Background: an optimization exercise with open tools, aiming at small area. Do not read the settings as production practice.
The RTL was checked by simulation tests, not by an equivalence proof against the original design.
Power figures rest on the tool's default switching activity, not on a simulated workload.

<file path="design/flow/flow/run.sh">
#!/bin/bash
# The standard layout (standard.sh, standard synthesis unchanged) with
# changes that only pick smaller cells: the port buffers are buf_1 cells;
# clock tree synthesis uses clkbuf_8 cells and adds no dummy loads; global
# placement is not timing driven (so it adds no buffers), but still starts by
# removing synthesis's buffers; before the resizer's repairs every cell gets
# the smallest drive strength of its function.
export BUFFER_PORTS_ARGS="-buffer_cell sky130_fd_sc_hd__buf_1"
export CTS_ARGS="-repair_clock_nets -dont_use_dummy_load -buf_list sky130_fd_sc_hd__clkbuf_8"
export PRE_GLOBAL_PLACE_TCL="$PWD/flow/pre_gp.tcl"
export PRE_RESIZE_TCL="$PWD/flow/pre_resize.tcl"
bash standard.sh > standard.log 2>&1
</file>
<file path="design/flow/flow/pre_gp.tcl">
# Before global placement: remove the buffers synthesis inserted, as the
# standard flow does when its placement is timing driven.
remove_buffers
</file>
<file path="design/flow/flow/pre_resize.tcl">
# Before the resizer repairs slew, capacitance and fanout: give every cell
# the smallest drive strength of its own function (same base cell name), so
# that only the repairs that timing and electrical rules need remain.
set dont_use $::env(DONT_USE_CELLS)
set masters [dict create]
foreach lib [[ord::get_db] getLibs] {
  foreach master [$lib getMasters] {
    set name [$master getName]
    if {[lsearch -exact $dont_use $name] >= 0} { continue }
    if {[regexp {^(sky130_fd_sc_hd__[a-z0-9]+)_([0-9]+)$} $name -> base drive]} {
      if {![dict exists $masters $base] ||
          [$master getWidth] < [[dict get $masters $base] getWidth]} {
        dict set masters $base $master
      }
    }
  }
}
set swapped 0
foreach inst [[ord::get_db_block] getInsts] {
  set master [$inst getMaster]
  if {[$master getType] ne "CORE"} { continue }
  if {![regexp {^(sky130_fd_sc_hd__[a-z0-9]+)_([0-9]+)$} [$master getName] -> base drive]} { continue }
  if {![dict exists $masters $base]} { continue }
  set small [dict get $masters $base]
  if {[$small getWidth] < [$master getWidth]} {
    $inst swapMaster $small
    incr swapped
  }
}
puts "pre_resize: gave $swapped cells a smaller drive strength"
</file>
<file path="design/flow/standard.sh">
#!/bin/bash
# synth_recipe.tcl (not shown) runs the flow's synth.tcl, then flattens the netlist and writes it again
# the make line also repeats each setting of config.mk as NAME=value (left out here)
make -C /OpenROAD-flow-scripts/flow DESIGN_CONFIG=/design/flow/config.mk WORK_HOME=/design/flow/orfs CLKGATE_MAP_FILE= SYNTH_SCRIPT=/design/flow/synth_recipe.tcl "${@:-finish}"
</file>
<file path="design/flow/config.mk">
export PLATFORM = sky130hd
export DESIGN_NAME = matrix_sram_loader
export DESIGN_NICKNAME = matrix_sram_loader
export VERILOG_FILES = /design/flow/design.v
export SDC_FILE = /design/flow/constraint.sdc
export NUM_CORES = 4
export LEC_CHECK = 0
export CAP_MARGIN = 20
export CORE_MARGIN = 2
export CORE_UTILIZATION = 70
export GPL_TIMING_DRIVEN = 0
export SLEW_MARGIN = 20
export SYNTH_HIERARCHICAL = 1
</file>
<file path="design/flow/constraint.sdc">
create_clock -name core_clock -period 11.0 [get_ports {clk}]
set_input_delay 2.2000 -clock core_clock [delete_from_list [all_inputs] [get_ports {clk}]]
set_output_delay 2.2000 -clock core_clock [all_outputs]
set_load 0.01 [all_outputs]
</file>
<file path="design/flow/design.v">
package matrix_accel_pkg;
  localparam int unsigned WORD_W     = 32;
  localparam int unsigned SIZE_W     = 16;
  localparam int unsigned DEF_ADDR_W = 14;
  localparam int unsigned SA_W = 10;
  localparam int unsigned SB_W = 10;
  localparam int unsigned SC_W = 12;
  localparam logic [11:0] B_BASE_W = 12'd1024;
endpackage
module add_fa (input logic a, b, c, output logic s, co);
  assign s  = a ^ b ^ c;
  assign co = (a & b) | (a & c) | (b & c);
endmodule
module add_ha (input logic a, b, output logic s, co);
  assign s  = a ^ b;
  assign co = a & b;
endmodule
module mul_a (
  input  logic [9:0] xn,
  input  logic [9:0] yn,
  output logic [9:0] p,
  output logic        ovf
);
  logic s1;
  logic c2;
  add_fa u_s1 (.a(~(xn[0] | yn[0])), .b(~(xn[0] | yn[1])), .c(~(xn[1] | yn[0])), .s(s1), .co(c2));
  logic s3;
  logic c4;
  add_fa u_s3 (.a(~(xn[0] | yn[2])), .b(~(xn[1] | yn[1])), .c(~(xn[2] | yn[0])), .s(s3), .co(c4));
  logic s5;
  logic c6;
  add_fa u_s5 (.a(~(xn[0] | yn[3])), .b(~(xn[1] | yn[2])), .c(~(xn[2] | yn[1])), .s(s5), .co(c6));
  logic s7;
  logic c8;
  add_fa u_s7 (.a(~(xn[3] | yn[0])), .b(c4), .c(s5), .s(s7), .co(c8));
  logic s9;
  logic c10;
  add_fa u_s9 (.a(~(xn[0] | yn[4])), .b(~(xn[1] | yn[3])), .c(~(xn[2] | yn[2])), .s(s9), .co(c10));
  logic s11;
  logic c12;
  add_fa u_s11 (.a(~(xn[3] | yn[1])), .b(~(xn[4] | yn[0])), .c(c6), .s(s11), .co(c12));
  logic s13;
  logic c14;
  add_fa u_s13 (.a(s9), .b(s11), .c(c8), .s(s13), .co(c14));
  logic s15;
  logic c16;
  add_fa u_s15 (.a(~(xn[0] | yn[5])), .b(~(xn[1] | yn[4])), .c(~(xn[2] | yn[3])), .s(s15), .co(c16));
  logic s17;
  logic c18;
  add_fa u_s17 (.a(~(xn[3] | yn[2])), .b(~(xn[4] | yn[1])), .c(~(xn[5] | yn[0])), .s(s17), .co(c18));
  logic s19;
  logic c20;
  add_fa u_s19 (.a(c10), .b(s15), .c(s17), .s(s19), .co(c20));
  logic s21;
  logic c22;
  add_fa u_s21 (.a(c12), .b(s19), .c(c14), .s(s21), .co(c22));
  logic s23;
  logic c24;
  add_fa u_s23 (.a(~(xn[0] | yn[6])), .b(~(xn[1] | yn[5])), .c(~(xn[2] | yn[4])), .s(s23), .co(c24));
  logic s25;
  logic c26;
  add_fa u_s25 (.a(~(xn[3] | yn[3])), .b(~(xn[4] | yn[2])), .c(~(xn[5] | yn[1])), .s(s25), .co(c26));
  logic s27;
  logic c28;
  add_fa u_s27 (.a(~(xn[6] | yn[0])), .b(c16), .c(c18), .s(s27), .co(c28));
  logic s29;
  logic c30;
  add_fa u_s29 (.a(s23), .b(s25), .c(s27), .s(s29), .co(c30));
  logic s31;
  logic c32;
  add_fa u_s31 (.a(c20), .b(s29), .c(c22), .s(s31), .co(c32));
  logic s33;
  logic c34;
  add_fa u_s33 (.a(~(xn[0] | yn[7])), .b(~(xn[1] | yn[6])), .c(~(xn[2] | yn[5])), .s(s33), .co(c34));
  logic s35;
  logic c36;
  add_fa u_s35 (.a(~(xn[3] | yn[4])), .b(~(xn[4] | yn[3])), .c(~(xn[5] | yn[2])), .s(s35), .co(c36));
  logic s37;
  logic c38;
  add_fa u_s37 (.a(~(xn[6] | yn[1])), .b(~(xn[7] | yn[0])), .c(c24), .s(s37), .co(c38));
  logic s39;
  logic c40;
  add_fa u_s39 (.a(c26), .b(s33), .c(s35), .s(s39), .co(c40));
  logic s41;
  logic c42;
  add_fa u_s41 (.a(c28), .b(s37), .c(s39), .s(s41), .co(c42));
  logic s43;
  logic c44;
  add_fa u_s43 (.a(c30), .b(s41), .c(c32), .s(s43), .co(c44));
  logic s45;
  logic c46;
  add_fa u_s45 (.a(~(xn[0] | yn[8])), .b(~(xn[1] | yn[7])), .c(~(xn[2] | yn[6])), .s(s45), .co(c46));
  logic s47;
  logic c48;
  add_fa u_s47 (.a(~(xn[3] | yn[5])), .b(~(xn[4] | yn[4])), .c(~(xn[5] | yn[3])), .s(s47), .co(c48));
  logic s49;
  logic c50;
  add_fa u_s49 (.a(~(xn[6] | yn[2])), .b(~(xn[7] | yn[1])), .c(~(xn[8] | yn[0])), .s(s49), .co(c50));
  logic s51;
  logic c52;
  add_fa u_s51 (.a(c34), .b(c36), .c(s45), .s(s51), .co(c52));
  logic s53;
  logic c54;
  add_fa u_s53 (.a(s47), .b(s49), .c(c38), .s(s53), .co(c54));
  logic s55;
  logic c56;
  add_fa u_s55 (.a(c40), .b(s51), .c(s53), .s(s55), .co(c56));
  logic s57;
  logic c58;
  add_fa u_s57 (.a(c42), .b(s55), .c(c44), .s(s57), .co(c58));
  logic s59;
  logic c60;
  add_fa u_s59 (.a(~(xn[0] | yn[9])), .b(~(xn[1] | yn[8])), .c(~(xn[2] | yn[7])), .s(s59), .co(c60));
  logic s61;
  logic c62;
  add_fa u_s61 (.a(~(xn[3] | yn[6])), .b(~(xn[4] | yn[5])), .c(~(xn[5] | yn[4])), .s(s61), .co(c62));
  logic s63;
  logic c64;
  add_fa u_s63 (.a(~(xn[6] | yn[3])), .b(~(xn[7] | yn[2])), .c(~(xn[8] | yn[1])), .s(s63), .co(c64));
  logic s65;
  logic c66;
  add_fa u_s65 (.a(~(xn[9] | yn[0])), .b(c46), .c(c48), .s(s65), .co(c66));
  logic s67;
  logic c68;
  add_fa u_s67 (.a(c50), .b(s59), .c(s61), .s(s67), .co(c68));
  logic s69;
  logic c70;
  add_fa u_s69 (.a(s63), .b(s65), .c(c52), .s(s69), .co(c70));
  logic s71;
  logic c72;
  add_fa u_s71 (.a(s67), .b(c54), .c(s69), .s(s71), .co(c72));
  logic s73;
  logic c74;
  add_fa u_s73 (.a(c56), .b(s71), .c(c58), .s(s73), .co(c74));
  logic s75;
  logic c76;
  add_ha u_s75 (.a(c2), .b(s3), .s(s75), .co(c76));
  logic s77;
  logic c78;
  add_ha u_s77 (.a(s7), .b(c76), .s(s77), .co(c78));
  logic s79;
  logic c80;
  add_ha u_s79 (.a(s13), .b(c78), .s(s79), .co(c80));
  logic s81;
  logic c82;
  add_ha u_s81 (.a(s21), .b(c80), .s(s81), .co(c82));
  logic s83;
  logic c84;
  add_ha u_s83 (.a(s31), .b(c82), .s(s83), .co(c84));
  logic s85;
  logic c86;
  add_ha u_s85 (.a(s43), .b(c84), .s(s85), .co(c86));
  logic s87;
  logic c88;
  add_ha u_s87 (.a(s57), .b(c86), .s(s87), .co(c88));
  logic s89;
  logic c90;
  add_ha u_s89 (.a(s73), .b(c88), .s(s89), .co(c90));
  assign p = {s89, s87, s85, s83, s81, s79, s77, s75, s1, (xn[0] | yn[0])};
  assign ovf = ~(xn[1] | (&yn[9:9])) | ~(xn[2] | (&yn[9:8])) | ~(xn[3] | (&yn[9:7])) | ~(xn[4] | (&yn[9:6])) | ~(xn[5] | (&yn[9:5])) | ~(xn[6] | (&yn[9:4])) | ~(xn[7] | (&yn[9:3])) | ~(xn[8] | (&yn[9:2])) | ~(xn[9] | (&yn[9:1])) | c60 | c62 | c64 | c66 | c68 | c70 | c72 | c74 | c90;
endmodule
module mul_b (
  input  logic [9:0] xn,
  input  logic [11:0] yn,
  output logic [11:0] p,
  output logic        ovf
);
  logic s1;
  logic c2;
  add_fa u_s1 (.a(~(xn[0] | yn[2])), .b(~(xn[1] | yn[1])), .c(~(xn[2] | yn[0])), .s(s1), .co(c2));
  logic s3;
  logic c4;
  add_fa u_s3 (.a(~(xn[0] | yn[3])), .b(~(xn[1] | yn[2])), .c(~(xn[2] | yn[1])), .s(s3), .co(c4));
  logic s5;
  logic c6;
  add_fa u_s5 (.a(~(xn[3] | yn[0])), .b(c2), .c(s3), .s(s5), .co(c6));
  logic s7;
  logic c8;
  add_fa u_s7 (.a(~(xn[0] | yn[4])), .b(~(xn[1] | yn[3])), .c(~(xn[2] | yn[2])), .s(s7), .co(c8));
  logic s9;
  logic c10;
  add_fa u_s9 (.a(~(xn[3] | yn[1])), .b(~(xn[4] | yn[0])), .c(c4), .s(s9), .co(c10));
  logic s11;
  logic c12;
  add_fa u_s11 (.a(s7), .b(s9), .c(c6), .s(s11), .co(c12));
  logic s13;
  logic c14;
  add_fa u_s13 (.a(~(xn[0] | yn[5])), .b(~(xn[1] | yn[4])), .c(~(xn[2] | yn[3])), .s(s13), .co(c14));
  logic s15;
  logic c16;
  add_fa u_s15 (.a(~(xn[3] | yn[2])), .b(~(xn[4] | yn[1])), .c(~(xn[5] | yn[0])), .s(s15), .co(c16));
  logic s17;
  logic c18;
  add_fa u_s17 (.a(c8), .b(s13), .c(s15), .s(s17), .co(c18));
  logic s19;
  logic c20;
  add_fa u_s19 (.a(c10), .b(s17), .c(c12), .s(s19), .co(c20));
  logic s21;
  logic c22;
  add_fa u_s21 (.a(~(xn[0] | yn[6])), .b(~(xn[1] | yn[5])), .c(~(xn[2] | yn[4])), .s(s21), .co(c22));
  logic s23;
  logic c24;
  add_fa u_s23 (.a(~(xn[3] | yn[3])), .b(~(xn[4] | yn[2])), .c(~(xn[5] | yn[1])), .s(s23), .co(c24));
  logic s25;
  logic c26;
  add_fa u_s25 (.a(~(xn[6] | yn[0])), .b(c14), .c(c16), .s(s25), .co(c26));
  logic s27;
  logic c28;
  add_fa u_s27 (.a(s21), .b(s23), .c(s25), .s(s27), .co(c28));
  logic s29;
  logic c30;
  add_fa u_s29 (.a(c18), .b(s27), .c(c20), .s(s29), .co(c30));
  logic s31;
  logic c32;
  add_fa u_s31 (.a(~(xn[0] | yn[7])), .b(~(xn[1] | yn[6])), .c(~(xn[2] | yn[5])), .s(s31), .co(c32));
  logic s33;
  logic c34;
  add_fa u_s33 (.a(~(xn[3] | yn[4])), .b(~(xn[4] | yn[3])), .c(~(xn[5] | yn[2])), .s(s33), .co(c34));
  logic s35;
  logic c36;
  add_fa u_s35 (.a(~(xn[6] | yn[1])), .b(~(xn[7] | yn[0])), .c(c22), .s(s35), .co(c36));
  logic s37;
  logic c38;
  add_fa u_s37 (.a(c24), .b(s31), .c(s33), .s(s37), .co(c38));
  logic s39;
  logic c40;
  add_fa u_s39 (.a(c26), .b(s35), .c(s37), .s(s39), .co(c40));
  logic s41;
  logic c42;
  add_fa u_s41 (.a(c28), .b(s39), .c(c30), .s(s41), .co(c42));
  logic s43;
  logic c44;
  add_fa u_s43 (.a(~(xn[0] | yn[8])), .b(~(xn[1] | yn[7])), .c(~(xn[2] | yn[6])), .s(s43), .co(c44));
  logic s45;
  logic c46;
  add_fa u_s45 (.a(~(xn[3] | yn[5])), .b(~(xn[4] | yn[4])), .c(~(xn[5] | yn[3])), .s(s45), .co(c46));
  logic s47;
  logic c48;
  add_fa u_s47 (.a(~(xn[6] | yn[2])), .b(~(xn[7] | yn[1])), .c(~(xn[8] | yn[0])), .s(s47), .co(c48));
  logic s49;
  logic c50;
  add_fa u_s49 (.a(c32), .b(c34), .c(s43), .s(s49), .co(c50));
  logic s51;
  logic c52;
  add_fa u_s51 (.a(s45), .b(s47), .c(c36), .s(s51), .co(c52));
  logic s53;
  logic c54;
  add_fa u_s53 (.a(c38), .b(s49), .c(s51), .s(s53), .co(c54));
  logic s55;
  logic c56;
  add_fa u_s55 (.a(c40), .b(s53), .c(c42), .s(s55), .co(c56));
  logic s57;
  logic c58;
  add_fa u_s57 (.a(~(xn[0] | yn[9])), .b(~(xn[1] | yn[8])), .c(~(xn[2] | yn[7])), .s(s57), .co(c58));
  logic s59;
  logic c60;
  add_fa u_s59 (.a(~(xn[3] | yn[6])), .b(~(xn[4] | yn[5])), .c(~(xn[5] | yn[4])), .s(s59), .co(c60));
  logic s61;
  logic c62;
  add_fa u_s61 (.a(~(xn[6] | yn[3])), .b(~(xn[7] | yn[2])), .c(~(xn[8] | yn[1])), .s(s61), .co(c62));
  logic s63;
  logic c64;
  add_fa u_s63 (.a(~(xn[9] | yn[0])), .b(c44), .c(c46), .s(s63), .co(c64));
  logic s65;
  logic c66;
  add_fa u_s65 (.a(c48), .b(s57), .c(s59), .s(s65), .co(c66));
  logic s67;
  logic c68;
  add_fa u_s67 (.a(s61), .b(s63), .c(c50), .s(s67), .co(c68));
  logic s69;
  logic c70;
  add_fa u_s69 (.a(s65), .b(c52), .c(s67), .s(s69), .co(c70));
  logic s71;
  logic c72;
  add_fa u_s71 (.a(c54), .b(s69), .c(c56), .s(s71), .co(c72));
  logic s73;
  logic c74;
  add_fa u_s73 (.a(~(xn[0] | yn[10])), .b(~(xn[1] | yn[9])), .c(~(xn[2] | yn[8])), .s(s73), .co(c74));
  logic s75;
  logic c76;
  add_fa u_s75 (.a(~(xn[3] | yn[7])), .b(~(xn[4] | yn[6])), .c(~(xn[5] | yn[5])), .s(s75), .co(c76));
  logic s77;
  logic c78;
  add_fa u_s77 (.a(~(xn[6] | yn[4])), .b(~(xn[7] | yn[3])), .c(~(xn[8] | yn[2])), .s(s77), .co(c78));
  logic s79;
  logic c80;
  add_fa u_s79 (.a(~(xn[9] | yn[1])), .b(c58), .c(c60), .s(s79), .co(c80));
  logic s81;
  logic c82;
  add_fa u_s81 (.a(c62), .b(s73), .c(s75), .s(s81), .co(c82));
  logic s83;
  logic c84;
  add_fa u_s83 (.a(s77), .b(c64), .c(s79), .s(s83), .co(c84));
  logic s85;
  logic c86;
  add_fa u_s85 (.a(c66), .b(s81), .c(c68), .s(s85), .co(c86));
  logic s87;
  logic c88;
  add_fa u_s87 (.a(s83), .b(s85), .c(c70), .s(s87), .co(c88));
  logic s89;
  logic c90;
  add_fa u_s89 (.a(~(xn[0] | yn[11])), .b(~(xn[1] | yn[10])), .c(~(xn[2] | yn[9])), .s(s89), .co(c90));
  logic s91;
  logic c92;
  add_fa u_s91 (.a(~(xn[3] | yn[8])), .b(~(xn[4] | yn[7])), .c(~(xn[5] | yn[6])), .s(s91), .co(c92));
  logic s93;
  logic c94;
  add_fa u_s93 (.a(~(xn[6] | yn[5])), .b(~(xn[7] | yn[4])), .c(~(xn[8] | yn[3])), .s(s93), .co(c94));
  logic s95;
  logic c96;
  add_fa u_s95 (.a(~(xn[9] | yn[2])), .b(c74), .c(c76), .s(s95), .co(c96));
  logic s97;
  logic c98;
  add_fa u_s97 (.a(c78), .b(s89), .c(s91), .s(s97), .co(c98));
  logic s99;
  logic c100;
  add_fa u_s99 (.a(s93), .b(c80), .c(s95), .s(s99), .co(c100));
  logic s101;
  logic c102;
  add_fa u_s101 (.a(c82), .b(s97), .c(c84), .s(s101), .co(c102));
  logic s103;
  logic c104;
  add_fa u_s103 (.a(s99), .b(c86), .c(s101), .s(s103), .co(c104));
  logic s105;
  logic c106;
  add_ha u_s105 (.a(~(xn[0] | yn[1])), .b(~(xn[1] | yn[0])), .s(s105), .co(c106));
  logic s107;
  logic c108;
  add_ha u_s107 (.a(s1), .b(c106), .s(s107), .co(c108));
  logic s109;
  logic c110;
  add_ha u_s109 (.a(s5), .b(c108), .s(s109), .co(c110));
  logic s111;
  logic c112;
  add_ha u_s111 (.a(s11), .b(c110), .s(s111), .co(c112));
  logic s113;
  logic c114;
  add_ha u_s113 (.a(s19), .b(c112), .s(s113), .co(c114));
  logic s115;
  logic c116;
  add_ha u_s115 (.a(s29), .b(c114), .s(s115), .co(c116));
  logic s117;
  logic c118;
  add_ha u_s117 (.a(s41), .b(c116), .s(s117), .co(c118));
  logic s119;
  logic c120;
  add_ha u_s119 (.a(s55), .b(c118), .s(s119), .co(c120));
  logic s121;
  logic c122;
  add_ha u_s121 (.a(s71), .b(c120), .s(s121), .co(c122));
  logic s123;
  logic c124;
  add_fa u_s123 (.a(c72), .b(s87), .c(c122), .s(s123), .co(c124));
  logic s125;
  logic c126;
  add_fa u_s125 (.a(c88), .b(s103), .c(c124), .s(s125), .co(c126));
  assign p = {s125, s123, s121, s119, s117, s115, s113, s111, s109, s107, s105, ~(xn[0] | yn[0])};
  assign ovf = ~(xn[1] | (&yn[11:11])) | ~(xn[2] | (&yn[11:10])) | ~(xn[3] | (&yn[11:9])) | ~(xn[4] | (&yn[11:8])) | ~(xn[5] | (&yn[11:7])) | ~(xn[6] | (&yn[11:6])) | ~(xn[7] | (&yn[11:5])) | ~(xn[8] | (&yn[11:4])) | ~(xn[9] | (&yn[11:3])) | c90 | c92 | c94 | c96 | c98 | c100 | c102 | c104 | c126;
endmodule
module matrix_sram_loader
(
  input  logic              clk,
  input  logic              rst,
  input  logic              cfg_valid,
  output logic              cfg_ready,
  input  logic [15:0]       cfg_size_a,
  input  logic [15:0]       cfg_size_b,
  input  logic [15:0]       cfg_size_c,
  input  logic [31:0]       s_data,
  input  logic              s_valid,
  output logic              s_ready,
  output logic [13:0]       avm_address,
  output logic              avm_chipselect,
  output logic              avm_write,
  output logic [31:0]       avm_writedata,
  output logic [3:0]        avm_byteenable,
  input  logic              avm_waitrequest,
  output logic              mult_start,
  input  logic              mult_valid,
  output logic              busy,
  output logic              error
);
  localparam int unsigned SA_W = matrix_accel_pkg::SA_W;
  localparam int unsigned SB_W = matrix_accel_pkg::SB_W;
  localparam int unsigned SC_W = matrix_accel_pkg::SC_W;
  localparam logic [2:0] ST_IDLE0 = 3'b000;
  localparam logic [2:0] ST_IDLE  = 3'b001;
  localparam logic [2:0] ST_HDR   = 3'b010;
  localparam logic [2:0] ST_LOADA = 3'b110;
  localparam logic [2:0] ST_LOADB = 3'b111;
  localparam logic [2:0] ST_START = 3'b100;
  localparam logic [2:0] ST_WAIT  = 3'b101;
  logic [2:0]      st_q, st_d;
  logic [SA_W-1:0] sa_q;
  logic [SB_W-1:0] sb_q;
  logic [SC_W-1:0] sc_q;
  logic            error_q;
  logic            wr_q, wr_d;
  logic [11:0]     wa_q, wa_d;    
  logic [31:0]     wd_q, wd_d;
  logic            st_idle, st_busy, st_load, st_loadb;
  logic            wr_done, wr_req, reject, last;
  logic [SA_W-1:0] ma;
  logic [SB_W-1:0] mb;
  logic [SC_W-1:0] mc;
  logic [9:0]      pa;
  logic [11:0]     pb;
  logic            ovf_a, ovf_b;
  logic [12:0]     wa_inc;
  assign st_idle  = (st_q == ST_IDLE);
  assign st_busy  = st_q[2] | st_q[1];
  assign st_load  = st_q[2] & st_q[1];
  assign st_loadb = (st_q == ST_LOADB);
  assign wr_done  = wr_q & ~avm_waitrequest;
  assign wa_inc   = 13'(wa_q) + 13'd1;
  assign ma = st_busy ? sa_q : cfg_size_a[SA_W-1:0];
  assign mb = st_busy ? sb_q : cfg_size_b[SB_W-1:0];
  assign mc = st_busy ? sc_q : cfg_size_c[SC_W-1:0];
  mul_a u_mul_a (
    .xn(~mb), .yn(~ma), .p(pa), .ovf(ovf_a)
  );
  mul_b u_mul_b (
    .xn(~mb), .yn(~mc), .p(pb), .ovf(ovf_b)
  );
  assign reject = (cfg_size_a[SA_W-1:0] == '0) | (cfg_size_b[SB_W-1:0] == '0) |
                  (cfg_size_c[SC_W-1:0] == '0) |
                  (|cfg_size_a[15:SA_W]) | (|cfg_size_b[15:SB_W]) | (|cfg_size_c[15:SC_W]) |
                  ovf_a | ovf_b | (pb[11] & pb[10] & (|pb[9:0]));
  assign last = st_loadb ? ({wa_inc[12:10] - 3'd1, wa_inc[9:0]} == {1'b0, pb})
                         : (wa_q[9:0] == pa);
  logic sel_s, sel_h0, sel_h1, sel_hold, b_first;
  assign sel_s    = st_load & s_valid & ~wr_q;          
  assign sel_h0   = (st_q == ST_HDR) & ~wr_q;            
  assign sel_h1   = (st_q == ST_HDR) & wr_done & ~wa_q[0];   
  assign sel_hold = ~(sel_s | sel_h0 | sel_h1);
  assign wr_req   = ~sel_hold;
  assign b_first  = st_loadb & (wa_q[11:10] == 2'b00);   
  assign wa_d = ({12{sel_hold}} & wa_q) |
                ({12{sel_h1 | (sel_s & ~b_first)}} & wa_inc[11:0]) |
                ({12{sel_s & b_first}} & matrix_accel_pkg::B_BASE_W);
  assign wd_d = ({32{sel_hold}} & wd_q) |
                ({32{sel_s}} & s_data) |
                ({32{sel_h0}} & {{(16-SB_W){1'b0}}, sb_q, {(16-SA_W){1'b0}}, sa_q}) |
                ({32{sel_h1}} & {{(32-SC_W){1'b0}}, sc_q});
  assign wr_d = wr_req | (wr_q & avm_waitrequest);
  always_comb begin
    st_d = st_q;
    case (st_q)
      ST_IDLE0: st_d = ST_IDLE;
      ST_IDLE:  if (cfg_valid && !reject) st_d = ST_HDR;
      ST_HDR:   if (wr_done && wa_q[0]) st_d = ST_LOADA;
      ST_LOADA, ST_LOADB:
        if (wr_done && last) st_d = st_loadb ? ST_START : ST_LOADB;
      ST_START: st_d = ST_WAIT;
      ST_WAIT:  if (mult_valid) st_d = ST_IDLE;
      default:  st_d = ST_IDLE;
    endcase
  end
  always_ff @(posedge clk or posedge rst) begin
    if (rst) begin
      st_q    <= ST_IDLE0;
      error_q <= 1'b0;
      wr_q    <= 1'b0;
      wa_q    <= '0;
      wd_q    <= '0;
    end else begin
      st_q    <= st_d;
      error_q <= st_idle & cfg_valid & reject;
      wr_q    <= wr_d;
      wa_q    <= wa_d;
      wd_q    <= wd_d;
    end
  end
  always_ff @(posedge clk) begin
    sa_q <= ma;
    sb_q <= mb;
    sc_q <= mc;
  end
  assign cfg_ready      = st_idle;
  assign busy           = st_busy;
  assign mult_start     = (st_q == ST_START);
  assign s_ready        = st_load & ~wr_q;
  assign error          = error_q;
  assign avm_address    = {wa_q, 2'b00};
  assign avm_write      = wr_q;
  assign avm_chipselect = wr_q;
  assign avm_writedata  = wd_q;
  assign avm_byteenable = {4{wr_q}};
endmodule
</file>
==> results of run 1 <==
==> Yosys stat by module (local to each module, per instance) <==
module              copies in the design  flops+latches  cell area [um^2]
add_fa                                91              0             20.02
add_ha                                17              0             12.51
matrix_sram_loader                     1             81              4044
mul_a                                  1              0             431.7
mul_b                                  1              0             526.8
==> logic make-up after synthesis <==
| group | after synthesis | synth area share [%] |
|---|---|---|
| xor+xnor | 29 | 3.610 |
| buf+inv | 124 | 8.641 |
| fa+ha+maj | 110 | 29.27 |
| other cells | 1 | 0.05329 |
| flops | 81 | 26.53 |
| mux | 32 | 4.552 |
| simple gates | 264 | 17.21 |
| compound gates | 92 | 10.14 |
==> worst max-delay path: stages <==
cell and delay [ps]:
buf_1 110, mux2i_1 870, nor2_1 150, fa_1 610, fa_1 460, fa_1 430, fa_1 390, fa_1 390
fa_1 380, fa_1 470, ha_1 250, fa_1 400, fa_1 380, or4_1 400, nor4_1 250, nand4_1 130
or4_1 550, nor4_1 540, nand3_1 240, or4_1 450, a311oi_1 540, a32oi_1 190, o211ai_1 120
==> worst min-delay path by stage <==
stage | end | slack [ps] | depth (start not counted)
global route | wd_q[10]$_DFF_PP0_ | 510 | 2
global placement | wd_q[1]$_DFF_PP0_ | 470 | 2
CTS | wd_q[10]$_DFF_PP0_ | 480 | 2
detailed placement | wd_q[1]$_DFF_PP0_ | 470 | 2
finish | wd_q[7]$_DFF_PP0_ | 480 | 2
floorplan | sc_q[4]$_DFF_P_ | 440 | 2
==> layout make-up <==
cell class                 instances  share of cell area (%)
clock buffer                       9                   1.614
inverter                          48                   2.348
multi-input combinational        532                   61.31
tap                              133                   2.168
sequential                        81                   24.32
timing repair buffer             150                   8.233
==> cells in the mapped netlist, types with 6 or more instances <==
cell,instances
dfxtp_1,32
nor2_1,149
o21ai_0,18
buf_4,29
a22o_1,12
nand3_1,14
a21oi_1,6
buf_2,15
nand2_1,39
xor2_1,14
inv_1,48
dfrtp_1,49
clkbuf_1,30
mux2i_1,32
ha_1,19
a222oi_1,22
nor3_1,10
nor4_1,18
xnor2_1,15
o31ai_1,6
nand4_1,6
fa_1,91
==> where the power goes <==
| part | internal (W) | switching (W) | total (W) | leakage, nW |
|---|---|---|---|---|
| logic | 0.000231 | 0.000283 | 0.000514 | 2.61 |
| clock network | 0.0000733 | 0.0000996 | 0.000173 | 0.0647 |
| registers | 0.000302 | 0.00000525 | 0.000308 | 0.947 |
| total | 0.000607 | 0.000388 | 0.000995 | 3.62 |
==> what timing repair did <==
item,CTS,global route
resized for setup,0,5
buffers inserted,0,0
setup endpoints to repair,0,3
hold buffers,0,0
==> flip-flops by register name, summed over array words and instances, names as in the netlist <==
signal and count:
sc_q 12, st_q 3, wa_q 12, wr_q 1
sb_q 10, error_q 1, sa_q 10, wd_q 32
==> metrics by stage <==
| step | instance area (um^2) | hold slack [ps] | setup TNS [ps] | power, W | util, % |
|---|---|---|---|---|---|
| 6_report | 7675 | 484.1 | 0 | 0.0009948 | 78.52 |
| 3_3_place_gp | 7305 | 465.9 | -5478 | 0.0008030 | 74.73 |
| 3_5_place_dp | 7468 | 472.3 | -726.4 | 0.0008151 | 76.41 |
| 2_1_floorplan | 7041 | 442.1 | 0 | 0.0007746 | - |
| 4_1_cts | 7592 | 482.5 | 0 | 0.0009904 | 77.68 |
| 5_1_grt | 7675 | 509.7 | 0 | 0.001069 | 78.52 |
==> per-layer routing <==
metal / routed length [um] / GRT usage, %
met1: 7156 / 45.98
met2: 10200 / 62.75
met3: 1856 / 6.579
met4: 891 / 16.70
met5: 0 / 0
==> qor.txt, run 1 <==
input/output buffers: 140
fillers: 673
post-layout worst setup margin: 376.4 ps
first-pass GRT wire length: 31.31 mm
worst-case reg-to-reg path depth: 24
Vias: 6,161
later-pin clock latency in the skew report: 360 ps
CTS Buf Count: 9
Total Routing Usage GR: 36.83%
worst slew pin tran: 1132 ps
Synth Flop Type: dfrtp_1
Die Wd: 104.3 um
Clock Tree Buf Depth: 2
post-route DRC violation count: 0
min-delay src: sc_q[7]$_DFF_P_
most frequent cells in the layout: 149 x nor2_1, 140 x buf_1, 91 x fa_1
Yosys warning count: 7
CP max FO: 10
largest area contributor in the netlist: fa_1
status: no timing/DRC/antenna violations
pin count of the biggest net entering global routing: 37
I/O pins: 143
routability cong.: 0.9711
Routed WL: 20.11 mm
Post-Route Skew: 31.99 ps
CTS H-tree depth: 3
R2R Path End: st_q[1]$_DFFE_PP0P_
min-delay worst type: flop to flop
asr flop ratio synth: 60.49%
critical path arrival: 10,900 ps
crit path kind: input pin to flop
sequential share of the synthesized area: 26.53%
power per cell area: 129.6 nW/um^2
Net count, final: 1,018
Final Max Slew Viols: 0
#FFs+latches synth: 81
Cells after DPL: 941
setup slack, reg-to-reg: 550 ps
CTS tree: done
CTS root buffer: clkbuf_8
synth unique cells: 57
DR pass1 iterations: 7
Hold Vio Cnt, Final: 0
CP required: 11,280 ps
synthesized area per cell: 9.600 um^2
commonest non-fill, non-tap cell in the layout: nor2_1
Rel. slew slack: 22.35%
Multi-input gate area: 4706 um^2
max-cap viol count: 0
Initial Util: 71.99%
Worst Setup SP: cfg_size_c[5]
DP HPWL: 14.55 mm
core footprint: 9774 um^2
crit path launch type: input pin
initial antenna violation count: 0
cell area after synthesis: 7037 um^2
end of the critical path: st_q[1]$_DFFE_PP0P_
Area contributors post-synth: fa_1 26%, dfrtp_1 17%, dfxtp_1 9.1%, nor2_1 7.9%, mux2i_1 4.6%
die area: 10,870 um^2
CTS clk-pin slew, worst paths: 90 ps
vias in the first global route: 6,267
Post-synth EDFFs: 0
RSZ-0062 raised after global routing: no
total gr overflow: 0
cells after synthesis: 733
Final Cycle Share: 96.58%
setup violators final: 0
Die Ht: 104.3 um
worst vdd ir: 0.0001460 V
Final min period: 10,620 ps
Pleak: 3.618 nW
diode count: 0
Synth top area share: 25.89%
Area Overhead vs Synth: 9.068%
Layout Cells excl Fill: 953
CP Capture Type: flop
vias per cell: 6.465
Clock Sinks: 81
Avg WL per Cell: 21.10 um
proportion of layout cells with a drive suffix above 1: 5.366%
remaining antenna violation count: 0
f_max: 94.13 MHz
row cnt: 36
pre-CTS setup slack: -304.7 ps
Iter 0 DRT Violations: 653
register area: 1867 um^2
worst reg2reg startpoint: st_q[2]$_DFFE_PP0P_
==> inputs of run 2 (changes only) <==
--- a/design/flow/design.v
+++ b/design/flow/design.v
@@ -157,7 +157,7 @@
   logic c90;
   add_ha u_s89 (.a(s73), .b(c88), .s(s89), .co(c90));
   assign p = {s89, s87, s85, s83, s81, s79, s77, s75, s1, (xn[0] | yn[0])};
-  assign ovf = ~(xn[1] | (&yn[9:9])) | ~(xn[2] | (&yn[9:8])) | ~(xn[3] | (&yn[9:7])) | ~(xn[4] | (&yn[9:6])) | ~(xn[5] | (&yn[9:5])) | ~(xn[6] | (&yn[9:4])) | ~(xn[7] | (&yn[9:3])) | ~(xn[8] | (&yn[9:2])) | ~(xn[9] | (&yn[9:1])) | c60 | c62 | c64 | c66 | c68 | c70 | c72 | c74 | c90;
+  assign ovf = c60 | c62 | c64 | c66 | c68 | c70 | c72 | c74 | c90;
 endmodule
 module mul_b (
   input  logic [9:0] xn,
@@ -355,7 +355,7 @@
   logic c126;
   add_fa u_s125 (.a(c88), .b(s103), .c(c124), .s(s125), .co(c126));
   assign p = {s125, s123, s121, s119, s117, s115, s113, s111, s109, s107, s105, ~(xn[0] | yn[0])};
-  assign ovf = ~(xn[1] | (&yn[11:11])) | ~(xn[2] | (&yn[11:10])) | ~(xn[3] | (&yn[11:9])) | ~(xn[4] | (&yn[11:8])) | ~(xn[5] | (&yn[11:7])) | ~(xn[6] | (&yn[11:6])) | ~(xn[7] | (&yn[11:5])) | ~(xn[8] | (&yn[11:4])) | ~(xn[9] | (&yn[11:3])) | c90 | c92 | c94 | c96 | c98 | c100 | c102 | c104 | c126;
+  assign ovf = c90 | c92 | c94 | c96 | c98 | c100 | c102 | c104 | c126;
 endmodule
 module matrix_sram_loader
 (
@@ -422,10 +422,16 @@
   mul_b u_mul_b (
     .xn(~mb), .yn(~mc), .p(pb), .ovf(ovf_b)
   );
+  logic hi_pp;
+  always_comb begin
+    hi_pp = 1'b0;
+    for (int i = 1; i < SB_W; i++)
+      hi_pp |= mb[i] & ((|(ma >> (10 - i))) | (|(mc >> (12 - i))));
+  end
   assign reject = (cfg_size_a[SA_W-1:0] == '0) | (cfg_size_b[SB_W-1:0] == '0) |
                   (cfg_size_c[SC_W-1:0] == '0) |
                   (|cfg_size_a[15:SA_W]) | (|cfg_size_b[15:SB_W]) | (|cfg_size_c[15:SC_W]) |
-                  ovf_a | ovf_b | (pb[11] & pb[10] & (|pb[9:0]));
+                  hi_pp | ovf_a | ovf_b | (pb[11] & pb[10] & (|pb[9:0]));
   assign last = st_loadb ? ({wa_inc[12:10] - 3'd1, wa_inc[9:0]} == {1'b0, pb})
                          : (wa_q[9:0] == pa);
   logic sel_s, sel_h0, sel_h1, sel_hold, b_first;
--- a/design/flow/flow/run.sh
+++ b/design/flow/flow/run.sh
@@ -6,7 +6,7 @@
 # removing synthesis's buffers; before the resizer's repairs every cell gets
 # the smallest drive strength of its function.
 export BUFFER_PORTS_ARGS="-buffer_cell sky130_fd_sc_hd__buf_1"
-export CTS_ARGS="-repair_clock_nets -dont_use_dummy_load -buf_list sky130_fd_sc_hd__clkbuf_8"
+export CTS_ARGS="-sink_clustering_enable -repair_clock_nets -dont_use_dummy_load -buf_list sky130_fd_sc_hd__clkbuf_8"
 export PRE_GLOBAL_PLACE_TCL="$PWD/flow/pre_gp.tcl"
 export PRE_RESIZE_TCL="$PWD/flow/pre_resize.tcl"
 bash standard.sh > standard.log 2>&1
--- a/design/flow/config.mk
+++ b/design/flow/config.mk
@@ -5,9 +5,9 @@
 export SDC_FILE = /design/flow/constraint.sdc
 export NUM_CORES = 4
 export LEC_CHECK = 0
-export CAP_MARGIN = 20
+export CAP_MARGIN = 10
 export CORE_MARGIN = 2
 export CORE_UTILIZATION = 70
 export GPL_TIMING_DRIVEN = 0
-export SLEW_MARGIN = 20
+export SLEW_MARGIN = 10
 export SYNTH_HIERARCHICAL = 1
==> qor.txt, run 2 <==
status: no timing/DRC/antenna violations
Power Internal: 0.0007330 W (+21%)
f_max: 104.4 MHz (+11%)
later-pin clock latency in the skew report: 370 ps (about the same)
Clock Tree Buf Depth: 2 (unchanged)
Area Overhead vs Synth: 7.986%
Final min period: 9576 ps (-1048 ps)
Final Max Slew Viols: 0 (unchanged)
largest area contributor in the netlist: fa_1
sequential share of the synthesized area: 26.78% (+0.25 points)
worst reg2reg startpoint: st_q[2]$_DFFE_PP0P_
total power: 0.001271 W (+28%)
post-CTS setup buffers: 0 (unchanged)
Total Routing Usage GR: 39.53% (+2.7 points)
Post-Route Skew: 24.33 ps (-7.656 ps)
post-route DRC violation count: 0 (unchanged)
vias per cell: 6.482 (+0.27%)
die area: 10,770 um^2 (-0.89%)
RSZ-0062 raised after global routing: no
Die Wd: 103.8 um (-0.45%)
#FFs+latches synth: 81 (unchanged)
synthesized area per cell: 9.498 um^2 (-1.1%)
CTS clk-pin slew, worst paths: 90 ps (about the same)
input/output buffers: 140 (unchanged)
crit path kind: input pin to flop
most frequent cells in the layout: 157 x nor2_1, 140 x buf_1, 91 x fa_1
row cnt: 36 (unchanged)
combinational share of power: 54.0% (+2.3 points)
leading registers by flop count: wd_q: 32 flops, sc_q: 12 flops, wa_q: 12 flops
Synth Flop Type: dfrtp_1
CTS H-tree depth: 3 (unchanged)
remaining antenna violation count: 0 (unchanged)
fillers: 642 (-4.6%)
vias in the first global route: 6,446 (+2.9%)
Fin Hold WS: 493.4 ps (+9.263 ps)
worst slew pin tran: 1164 ps (+31.75 ps)
DR pass1 iterations: 8 (+1)
most common cell in the synthesized netlist: nor2_1
CTS Hold Bufs: 0 (unchanged)
hold path depth: 2 (unchanged)
setup slack, reg-to-reg: 1660 ps (+1110 ps)
Net count, final: 1,021 (+0.29%)
Die Ht: 103.8 um (-0.45%)
Largest register FFs: 32 (unchanged)
diode count: 0 (unchanged)
Routed WL: 20.92 mm (+4.1%)
Yosys warning count: 7 (unchanged)
Avg WL per Cell: 21.89 um (+3.7%)
routability cong.: 0.9470 (-2.5%)
Switching Share: 42.34% (+3.4 points)
CTS tree: done
power per cell area: 168.9 nW/um^2 (+30%)
worst vdd ir: 0.0001344 V (-7.9%)
cells after synthesis: 734 (+0.14%)
Clock Sinks: 81 (unchanged)
Final Cycle Share: 87.05% (-9.5 points)
synth unique cells: 56 (-1.8%)
Pleak: 3.523 nW (-2.6%)
CP required: 11,240 ps (-40 ps)
register with the most flip-flops: wd_q
asr flop ratio synth: 60.49% (unchanged)
crit path launch type: input pin
Iter 0 DRT Violations: 603 (-7.7%)
commonest non-fill, non-tap cell in the layout: nor2_1
final core utilization: 77.38% (-1.1 points)
cell area after synthesis: 6972 um^2 (-0.92%)
initial antenna violation count: 0 (unchanged)
CTS Buf Count: 9 (unchanged)
Post-synth EDFFs: 0 (unchanged)
CP Capture Type: flop
min-delay worst type: flop to flop
Synth top area share: 26.13% (+0.24 points)
Area contributors post-synth: fa_1 26%, dfrtp_1 18%, dfxtp_1 9.2%, nor2_1 8.5%, mux2i_1 3.9%
Setup TNS Final: 0 ps (unchanged)
Initial Util: 71.66% (-0.34 points)
total gr overflow: 0 (unchanged)
Rel. slew slack: 20.17% (-2.2 points)
setup violators final: 0 (unchanged)
pin count of the biggest net entering global routing: 38 (+2.7%)
critical path arrival: 9820 ps (-1080 ps)
# resized after CTS: 0 (unchanged)
DP HPWL: 16.04 mm (+10%)
top cells by count, synth: 157 x nor2_1, 91 x fa_1, 50 x inv_1
register share of total power: 32.1% (+1.2 points)
Clk pwr share: 13.9% (-3.5 points)
Vias: 6,197 (+0.58%)
Hold Crit Endpoint: wd_q[17]$_DFF_PP0_
CTS root buffer: clkbuf_8
I/O pins: 143 (unchanged)
core footprint: 9729 um^2 (-0.46%)
P_sw: 0.0005384 W (+39%)
Layout Cells excl Fill: 956 (+0.31%)
min-delay src: sb_q[1]$_DFF_P_
Hold Vio Cnt, Final: 0 (unchanged)
max-cap viol count: 0 (unchanged)
Cells after DPL: 947 (+0.64%)
proportion of layout cells with a drive suffix above 1: 4.131% (-1.2 points)
worst-case reg-to-reg path depth: 24 (unchanged)
R2R Path End: st_q[0]$_DFFE_PP0P_
first-pass GRT wire length: 33.11 mm (+5.7%)
CP max FO: 11 (+1)
[run 2: cell types whose count changed after synthesis, sizes merged, moves of 5 or more]
cell    previous run  this run
a21oi              7        14
clkbuf            30        19
mux2i             32        27
nand3             14         8
nor2             150       158
xnor2             15        24
xor2              14         4
[run 2: cells by family after synthesis]
| logic type | Yosys count | synth area share, % |
|---|---|---|
| flip-flops | 81 | 26.78 |
| AO/OA/AOI/OAI | 88 | 9.458 |
| other | 1 | 0.05379 |
| multiplexers | 31 | 4.523 |
| adder cells (fa/ha/maj) | 110 | 29.54 |
| AND/OR/NAND/NOR | 274 | 17.62 |
| XOR/XNOR | 28 | 3.518 |
| buffers and inverters | 121 | 8.507 |
[run 2: metal layers]
layer  track usage (%)  up-vias  part of all wire (%)
li1                  -     2623                     -
met1             46.13     2972                    34
met2             68.50      487                    50
met3             7.741      115                   9.6
met4             22.39        0                   6.0
met5                 0        -                     0
[run 2: metrics by stage]
step | instance area, um^2 | worst slack (ps)
final | 7528 | 1424
after global placement | 7269 | 450.9
after floorplan | 6975 | 2380
after global routing | 7528 | 1171
after CTS | 7527 | 1556
after detailed placement | 7403 | 1205
[run 2: how the worst max path moves through the flow]
| stage | start | end | slack [ps] | cells past startpoint |
|---|---|---|---|---|
| 2_1_floorplan | cfg_size_b[0] | st_q[0]$_DFFE_PP0P_ | 2380 | 23 |
| 3_3_place_gp | cfg_size_b[0] | st_q[0]$_DFFE_PP0P_ | 450 | 23 |
| 3_5_place_dp | cfg_size_b[1] | st_q[0]$_DFFE_PP0P_ | 1200 | 24 |
| 4_1_cts | cfg_size_b[1] | st_q[0]$_DFFE_PP0P_ | 1560 | 24 |
| 5_1_grt | cfg_size_c[3] | st_q[0]$_DFFE_PP0P_ | 1170 | 23 |
| 6_report | cfg_size_c[2] | st_q[0]$_DFFE_PP0P_ | 1420 | 23 |
[run 2: area by class of cell]
class	instances	area, um^2	area share [%]
Tap cell	133	166.4	2.210
Timing Repair Buffer	148	640.6	8.509
Inverter	52	195.2	2.593
Clock buffer	9	123.9	1.645
Multi-Input combinational cell	533	4536	60.25
Sequential cell	81	1867	24.80
[run 2: power groups by stage]
stage               clock network [W]  logic [W]  registers, W
floorplan                           0   0.000548      0.000418
detailed placement                  0   0.000671      0.000411
global placement                    0   0.000632      0.000407
global route                 0.000188   0.000760      0.000412
finish                       0.000177   0.000686      0.000408
CTS                          0.000176   0.000678      0.000406
[run 2: Yosys stat by module (local to each module, per instance)]
module / times used / flops+latches / cells / cell area (um^2)
matrix_sram_loader: 1 / 81 / 451 / 4164
mul_b: 1 / 0 / 100 / 434.2
mul_a: 1 / 0 / 75 / 339.1
add_fa: 91 / 0 / 1 / 20.02
add_ha: 17 / 0 / 1 / 12.51
[run 2: worst max-delay path, stage by stage]
cell      delay (ps)
buf_1            100
mux2i_1          910
nor2_1           180
fa_1             470
fa_1             460
fa_1             430
fa_1             400
fa_1             400
fa_1             400
fa_1             390
fa_1             440
ha_1             240
fa_1             410
fa_1             390
nor2_1           120
nand3_1          110
nor4_1           220
nand3_1          200
nor4_1           230
nand4_1          130
or4_1            480
or3_1            370
a21boi_1         140
==> inputs of run 3 (changes only) <==
==> design/flow/flow/run.sh (replaced) <==
#!/bin/bash
# The standard layout (standard.sh, with the standard synthesis
# unchanged), with changes that only pick smaller cells:
# - the port buffers are buf_1 cells;
# - clock tree synthesis uses clkbuf_8 cells and adds no dummy loads;
# - before the resizer's slew/capacitance repair after placement, every cell
#   gets the smallest drive strength of its own function (pre_resize.tcl),
#   so only the sizes that timing and electrical rules need are restored.
# All tool output goes to standard.log and the ORFS logs under orfs/logs.
export BUFFER_PORTS_ARGS="-buffer_cell sky130_fd_sc_hd__buf_1"
export CTS_ARGS="-sink_clustering_enable -repair_clock_nets -dont_use_dummy_load -buf_list sky130_fd_sc_hd__clkbuf_8"
export PRE_RESIZE_TCL="$PWD/flow/pre_resize.tcl"
bash standard.sh > standard.log 2>&1
==> design/flow/config.mk (replaced) <==
export PLATFORM = sky130hd
export DESIGN_NAME = matrix_sram_loader
export DESIGN_NICKNAME = matrix_sram_loader
export VERILOG_FILES = /design/flow/design.v
export SDC_FILE = /design/flow/constraint.sdc
export NUM_CORES = 4
export LEC_CHECK = 0
export CAP_MARGIN = 20
export CORE_MARGIN = 2
export CORE_UTILIZATION = 70
export SLEW_MARGIN = 20
export SYNTH_HIERARCHICAL = 1
removed: design/flow/flow/pre_gp.tcl
==> qor.txt, run 3 <==
CTS tree: done
Cells after DPL: 953 (+0.63%)
met2 wire len: 10.06 mm (-3.8%)
Post-Route Skew: 27.45 ps (+3.115 ps)
Buf/Inv on CP: 2 (+1)
Crit path max-delay family: adder cells
register with the most flip-flops: wd_q
f_max: 106.5 MHz (+2.0%)
Synth top area share: 26.13% (unchanged)
synth unique cells: 56 (unchanged)
pin count of the biggest net entering global routing: 50 (+32%)
# resized after CTS: 0 (unchanged)
vias in the first global route: 6,350 (-1.5%)
Final Max Slew Viols: 0 (unchanged)
diode count: 0 (unchanged)
worst-path cell chain: buf_1 > mux2i_1 > buf_1 > nor2_1 > fa_1 > fa_1 > fa_1 > fa_1 > fa_1 > fa_1 > fa_1 > fa_1 > ha_1 > nor2_1 > nand3_1 > nor4_1 > nand3_1 > nor4_1 > nand4_1 > or4_1 > or3_1 > a21boi_1
die area: 10,770 um^2 (unchanged)
initial antenna violation count: 0 (unchanged)
CTS clk-pin slew, worst paths: 80 ps (about the same)
Initial Util: 71.66% (unchanged)
total gr overflow: 0 (unchanged)
sequential share of the synthesized area: 26.78% (unchanged)
CTS Hold Bufs: 0 (unchanged)
Die Ht: 103.8 um (unchanged)
critical path arrival: 9620 ps (-200 ps)
Pleak: 3.506 nW (-0.50%)
setup violators final: 0 (unchanged)
cell area after synthesis: 6972 um^2 (unchanged)
Largest register FFs: 32 (unchanged)
design area: 7470 um^2 (-0.78%)
status: no timing/DRC/antenna violations
post-CTS setup buffers: 0 (unchanged)
Final min period: 9387 ps (-188.6 ps)
first-pass GRT wire length: 32.57 mm (-1.6%)
Layout Cells excl Fill: 963 (+0.73%)
Hold Vio Cnt, Final: 0 (unchanged)
Fin Hold WS: 491.2 ps (-2.188 ps)
CP required: 11,230 ps (about the same)
Clock Tree Buf Depth: 2 (unchanged)
post-placement cell area: 7332 um^2 (-0.96%)
Post-synth EDFFs: 0 (unchanged)
worst vdd ir: 0.0001255 V (-6.7%)
DRT met1 WL: 7.480 mm (+3.9%)
RSZ-0062 raised after global routing: no
core footprint: 9729 um^2 (unchanged)
CP Capture Type: flop
Iter 0 DRT Violations: 818 (+36%)
commonest non-fill, non-tap cell in the layout: nor2_1
DR pass1 iterations: 6 (-2)
row cnt: 36 (unchanged)
remaining antenna violation count: 0 (unchanged)
met3 wire length: 1.888 mm (-5.9%)
Net count, final: 1,028 (+0.69%)
Synth Flop Type: dfrtp_1
Avg WL per Cell: 21.19 um (-3.2%)
Max stage delay on crit path: 790 ps (-120 ps)
Rel. slew slack: 27.77% (+7.6 points)
power per cell area: 170.6 nW/um^2 (+1.0%)
fillers: 721 (+12%)
Setup TNS Final: 0 ps (unchanged)
CTS root buffer: clkbuf_8
I/O pins: 143 (unchanged)
Die Wd: 103.8 um (unchanged)
highest-delay cell along the critical path: mux2i_1
most numerous cell on the critical path: fa_1
#FFs+latches synth: 81 (unchanged)
Routed WL: 20.41 mm (-2.5%)
highest routed layer: met4
Clock Sinks: 81 (unchanged)
asr flop ratio synth: 60.49% (unchanged)
input/output buffers: 140 (unchanged)
later-pin clock latency in the skew report: 370 ps (about the same)
worst slew pin tran: 1053 ps (-110.8 ps)
top cells by count, synth: 157 x nor2_1, 91 x fa_1, 50 x inv_1
CP max FO: 15 (+4)
largest area contributor in the netlist: fa_1
proportion of layout cells with a drive suffix above 1: 3.253% (-0.88 points)
most frequent cells in the layout: 158 x nor2_1, 149 x buf_1, 91 x fa_1
Vias: 6,165 (-0.52%)
Final Cycle Share: 85.34% (-1.7 points)
crit path launch type: input pin
most common cell in the synthesized netlist: nor2_1
CTS H-tree depth: 3 (unchanged)
routability cong.: 1.003 (+5.9%)
Area contributors post-synth: fa_1 26%, dfrtp_1 18%, dfxtp_1 9.2%, nor2_1 8.5%, mux2i_1 3.9%
max-cap viol count: 0 (unchanged)
crit path kind: input pin to flop
Yosys warning count: 7 (unchanged)
cells after synthesis: 734 (unchanged)
post-route DRC violation count: 0 (unchanged)
vias per cell: 6.402 (-1.2%)
leading registers by flop count: wd_q: 32 flops, sc_q: 12 flops, wa_q: 12 flops
Area Overhead vs Synth: 7.143%
min-delay worst type: flop to flop
synthesized area per cell: 9.498 um^2 (unchanged)
DP HPWL: 15.70 mm (-2.1%)
Total Routing Usage GR: 39.00% (-0.53 points)
CTS Buf Count: 9 (unchanged)
==> run 3: cell counts after synthesis <==
No cell type changed its count.
==> run 3: metrics by stage <==
stage               setup WS [ps]  utilization, %  total power (W)
CTS                          1732           76.63         0.001266
global route                 1337           76.77         0.001359
floorplan                    2380               -        0.0009666
detailed placement           1390           75.36         0.001089
finish                       1613           76.77         0.001274
global placement             1665           75.78         0.001051
==> run 3: power breakdown <==
| part | total [W] | leakage, nW | switching, W | internal (W) |
|---|---|---|---|---|
| Clock | 0.000179 | 0.0647 | 0.000106 | 0.0000735 |
| Combinational | 0.000690 | 2.53 | 0.000386 | 0.000304 |
| Sequential | 0.000406 | 0.915 | 0.0000511 | 0.000354 |
| Total | 0.00127 | 3.51 | 0.000542 | 0.000732 |
==> run 3: path summary, 6_finish.rpt <==
check,startpoint,endpoint,slack (ps),cells after the start
worst min register to register,wd_q[6]$_DFF_PP0_,wd_q[6]$_DFF_PP0_,490,2
worst max register to register,st_q[2]$_DFFE_PP0P_,st_q[0]$_DFFE_PP0P_,1970,26
min in group asynchronous,rst,wa_q[0]$_DFF_PP0_,1960,2
max in group asynchronous,rst,wa_q[11]$_DFF_PP0_,8510,2
worst max-delay path,cfg_size_b[0],st_q[0]$_DFFE_PP0P_,1610,22
worst min-delay path,wd_q[6]$_DFF_PP0_,wd_q[6]$_DFF_PP0_,490,2
==> run 3: logic make-up (layout without fill, tap and decap cells) <==
logic type      after synthesis  count (layout)  share of synthesized area (%)
compound gates               88              88                          9.458
xor+xnor                     28              28                          3.518
fa+ha+maj                   110             110                          29.54
buf+inv                     121             216                          8.507
flops                        81              81                          26.78
mux                          31              31                          4.523
other cells                   1               2                        0.05379
simple gates                274             274                          17.62
==> run 3: cell type report <==
class / count / area (um^2) / area share [%]
repair buffers: 155 / 613.1 / 8.208
well taps: 133 / 166.4 / 2.228
inverters: 52 / 196.4 / 2.630
clock buffers: 9 / 123.9 / 1.658
multi-input cells: 533 / 4503 / 60.28
flip-flops and latches: 81 / 1867 / 24.99
==> run 3: worst reg2reg max path: stages (launching register included) <==
cell      delay, ps
dfrtp_1         600
nor2_1          540
buf_2           360
buf_12          240
mux2i_1         240
buf_1           470
nor2_1          130
fa_1            480
fa_1            470
fa_1            420
fa_1            390
fa_1            380
fa_1            400
fa_1            390
fa_1            450
ha_1            220
fa_1            400
fa_1            390
nor2_1          120
nand3_1          90
nor4_1          190
nand3_1         190
nor4_1          220
nand4_1         150
or4_1           470
or3_1           360
a21boi_1        150
==> run 3: metal layers <==
layer	GRT usage, %	vias up
li1	-	2633
met1	49.68	2996
met3	5.664	83
met4	19.40	0
met2	65.75	453
met5	0	-
==> run 3: Yosys stat by module, one instance, submodules excluded <==
| module | area, um^2 | flops+latches |
|---|---|---|
| mul_a | 339.1 | 0 |
| mul_b | 434.2 | 0 |
| add_fa | 20.02 | 0 |
| add_ha | 12.51 | 0 |
| matrix_sram_loader | 4164 | 81 |
==> inputs of run 4 (changes only) <==
--- a/design/flow/config.mk
+++ b/design/flow/config.mk
@@ -5,8 +5,8 @@
 export SDC_FILE = /design/flow/constraint.sdc
 export NUM_CORES = 4
 export LEC_CHECK = 0
-export CAP_MARGIN = 20
+export CAP_MARGIN = 10
 export CORE_MARGIN = 2
 export CORE_UTILIZATION = 70
-export SLEW_MARGIN = 20
+export SLEW_MARGIN = 10
 export SYNTH_HIERARCHICAL = 1
==> qor.txt, run 4 <==
Area Overhead vs Synth: 6.658%
most frequent cells in the layout: 158 x nor2_1, 150 x buf_1, 91 x fa_1
Vias: 6,177 (+0.19%)
Layout Cells excl Fill: 961 (-0.21%)
setup violators final: 0 (unchanged)
Hold Vio Cnt, Final: 0 (unchanged)
die area: 10,770 um^2 (unchanged)
CP Capture Type: flop
CP required: 11,250 ps (+20 ps)
cells after synthesis: 734 (unchanged)
CP max FO: 31 (+16)
power per cell area: 171.7 nW/um^2 (+0.64%)
remaining antenna violation count: 0 (unchanged)
Die Ht: 103.8 um (unchanged)
Iter 0 DRT Violations: 723 (-12%)
diode count: 0 (unchanged)
CTS H-tree depth: 3 (unchanged)
post-CTS setup buffers: 0 (unchanged)
worst vdd ir: 0.0001321 V (+5.3%)
Setup TNS Final: 0 ps (unchanged)
Largest register FFs: 32 (unchanged)
CTS Hold Bufs: 0 (unchanged)
row cnt: 36 (unchanged)
core footprint: 9729 um^2 (unchanged)
most common cell in the synthesized netlist: nor2_1
Pleak: 3.494 nW (-0.33%)
min-delay worst type: flop to flop
Synth top area share: 26.13% (unchanged)
crit path launch type: flop
DR pass1 iterations: 6 (unchanged)
Clock Tree Buf Depth: 2 (unchanged)
input/output buffers: 140 (unchanged)
sequential share of the synthesized area: 26.78% (unchanged)
worst-path cell chain: nor2_1 > buf_2 > mux2i_1 > nor2_1 > fa_1 > fa_1 > fa_1 > fa_1 > fa_1 > fa_1 > fa_1 > fa_1 > ha_1 > fa_1 > fa_1 > nor2_1 > nand3_1 > nor4_1 > nand3_1 > nor4_1 > nand4_1 > or4_1 > or3_1 > a21boi_1
synth unique cells: 56 (unchanged)
# resized after CTS: 0 (unchanged)
setup slack, reg-to-reg: 1600 ps (-370 ps)
Total Routing Usage GR: 39.41% (+0.41 points)
synthesized area per cell: 9.498 um^2 (unchanged)
most numerous cell on the critical path: fa_1
Final min period: 9402 ps (+14.73 ps)
Routed WL: 20.54 mm (+0.66%)
worst reg2reg startpoint: st_q[2]$_DFFE_PP0P_
post-layout worst setup margin: 1598 ps (-14.73 ps)
R2R Path End: st_q[0]$_DFFE_PP0P_
Rel. slew slack: 20.88% (-6.9 points)
end of the critical path: st_q[0]$_DFFE_PP0P_
Synth Flop Type: dfrtp_1
Die Wd: 103.8 um (unchanged)
leading registers by flop count: wd_q: 32 flops, sc_q: 12 flops, wa_q: 12 flops
highest-delay cell along the critical path: mux2i_1
Worst Setup SP: st_q[2]$_DFFE_PP0P_
Final Cycle Share: 85.47% (+0.13 points)
Yosys warning count: 7 (unchanged)
cell area after synthesis: 6972 um^2 (unchanged)
Area contributors post-synth: fa_1 26%, dfrtp_1 18%, dfxtp_1 9.2%, nor2_1 8.5%, mux2i_1 3.9%
I/O pins: 143 (unchanged)
Max stage delay on crit path: 1020 ps (+230 ps)
pin count of the biggest net entering global routing: 50 (unchanged)
proportion of layout cells with a drive suffix above 1: 2.778% (-0.48 points)
Clock Sinks: 81 (unchanged)
worst-case reg-to-reg path depth: 24 (-7.7%)
Fin Hold WS: 491.4 ps (+0.1750 ps)
RSZ-0062 raised after global routing: no
Post-Route Skew: 26.32 ps (-1.125 ps)
worst slew pin tran: 1154 ps (+100.4 ps)
total gr overflow: 0 (unchanged)
CTS clk-pin slew, worst paths: 90 ps (about the same)
f_max: 106.4 MHz (-0.16%)
pre-CTS setup slack: 1445 ps (+54.63 ps)
Avg WL per Cell: 21.37 um (+0.87%)
post-route DRC violation count: 0 (unchanged)
vias in the first global route: 6,461 (+1.7%)
critical path arrival: 9650 ps (+30 ps)
routability cong.: 1.003 (unchanged)
top cells by count, synth: 157 x nor2_1, 91 x fa_1, 50 x inv_1
Net count, final: 1,026 (-0.19%)
Initial Util: 71.66% (unchanged)
Post-synth EDFFs: 0 (unchanged)
Cells after DPL: 952 (-0.10%)
CTS root buffer: clkbuf_8
CTS tree: done
register with the most flip-flops: wd_q
#FFs+latches synth: 81 (unchanged)
CTS Buf Count: 9 (unchanged)
first-pass GRT wire length: 32.93 mm (+1.1%)
asr flop ratio synth: 60.49% (unchanged)
fillers: 706 (-2.1%)
largest area contributor in the netlist: fa_1
commonest non-fill, non-tap cell in the layout: nor2_1
status: no timing/DRC/antenna violations
initial antenna violation count: 0 (unchanged)
later-pin clock latency in the skew report: 360 ps (about the same)
crit path kind: flop to flop
vias per cell: 6.428 (+0.40%)
DP HPWL: 15.69 mm (about the same)
max-cap viol count: 0 (unchanged)
Final Max Slew Viols: 0 (unchanged)
-- run 4: cell counts after synthesis --
No cell type changed its count.
-- run 4: worst min-delay path by stage --
stage | from | endpoint | slack [ps] | depth (start not counted)
detailed placement | wd_q[2]$_DFF_PP0_ | wd_q[2]$_DFF_PP0_ | 470 | 2
global route | sb_q[4]$_DFF_P_ | wd_q[20]$_DFF_PP0_ | 520 | 2
finish | wd_q[2]$_DFF_PP0_ | wd_q[2]$_DFF_PP0_ | 490 | 2
CTS | wd_q[2]$_DFF_PP0_ | wd_q[2]$_DFF_PP0_ | 490 | 2
global placement | wd_q[8]$_DFF_PP0_ | wd_q[8]$_DFF_PP0_ | 460 | 2
floorplan | sc_q[0]$_DFF_P_ | sc_q[0]$_DFF_P_ | 440 | 2
-- run 4: layout make-up --
cell class                      instances  area, um^2  area share [%]
Sequential cell                        81        1867           25.11
Multi-Input combinational cell        533        4499           60.51
Timing Repair Buffer                  153       584.3           7.858
Clock buffer                            9       123.9           1.666
Tap cell                              133       166.4           2.238
Inverter                               52       195.2           2.625
-- run 4: worst max-delay path: cells and delay by family, from the launching register on --
family | cells | cell delay, ps
buffers and inverters | 1 | 790
AO/OA/AOI/OAI | 1 | 140
AND/OR/NAND/NOR | 10 | 2430
adder cells (fa/ha/maj) | 11 | 4260
flip-flops | 1 | 600
multiplexers | 1 | 1020
-- run 4: power by group --
group / switching [W] / internal, W
clock: 0.000105 / 0.0000734
combinational: 0.000389 / 0.000304
sequential: 0.0000508 / 0.000354
-- run 4: modules after synthesis, one instance, submodules excluded --
module | area, um^2 | times used
mul_b | 434.2 | 1
matrix_sram_loader | 4164 | 1
add_ha | 12.51 | 17
mul_a | 339.1 | 1
add_fa | 20.02 | 91
-- run 4: cell families after synthesis --
family | count (synthesis) | synth area share [%]
buf+inv | 121 | 8.507
mux | 31 | 4.523
flops | 81 | 26.78
fa+ha+maj | 110 | 29.54
xor+xnor | 28 | 3.518
other cells | 1 | 0.05379
compound gates | 88 | 9.458
simple gates | 274 | 17.62
-- run 4: layer usage --
layer | part of all wire, % | vias to the layer above | GRT usage, %
met5 | 0 | - | 0
met4 | 5.8 | 0 | 23.75
met3 | 9.7 | 96 | 6.860
met2 | 49 | 424 | 64.66
met1 | 36 | 3035 | 49.19
li1 | - | 2622 | -
-- run 4: per-stage QoR --
stage,total power [W],area [um^2],utilization [%]
3_5_place_dp,0.001089,7312,75.15
2_1_floorplan,0.0009666,6975,-
3_3_place_gp,0.001051,7373,75.78
4_1_cts,0.001270,7436,76.43
5_1_grt,0.001362,7436,76.43
6_report,0.001277,7436,76.43

[static timing again, ports no longer ideal]
No port has a modelled driver above. Below, the same layouts with a new extraction and two added sets of constraints.
Step 1 assumes that a clkbuf_16 drives the clock port and a buf_2 every other input.
Step 2, shift: input delay + t, output delay - t, t = (earliest + latest rising clock arrival at the registers) / 2. This alone moves slack from input paths to output paths.
Slacks: ideal ports / drivers / drivers and shift; pairs: ideal ports / drivers.
| run | shift t [ns] | setup slack, ns | worst hold slack (ns) | latest minus earliest clock arrival (ns) |
|---|---|---|---|---|
| run 1 | 0.377 | 0.376 / 0.389 / 0.013 | 0.484 / 0.484 / 0.484 | 0.033 / 0.033 |
| run 2 | 0.392 | 1.424 / 1.436 / 1.044 | 0.493 / 0.493 / 0.493 | 0.025 / 0.025 |
| run 3 | 0.391 | 1.613 / 1.627 / 1.237 | 0.491 / 0.491 / 0.491 | 0.028 / 0.027 |
| run 4 | 0.391 | 1.598 / 1.598 / 1.234 | 0.491 / 0.491 / 0.491 | 0.027 / 0.027 |
After both steps every run listed still meets setup and hold. The setup slack of run 2, which loses most, moves by +0.012 ns with the drivers and by -0.380 ns with both steps.
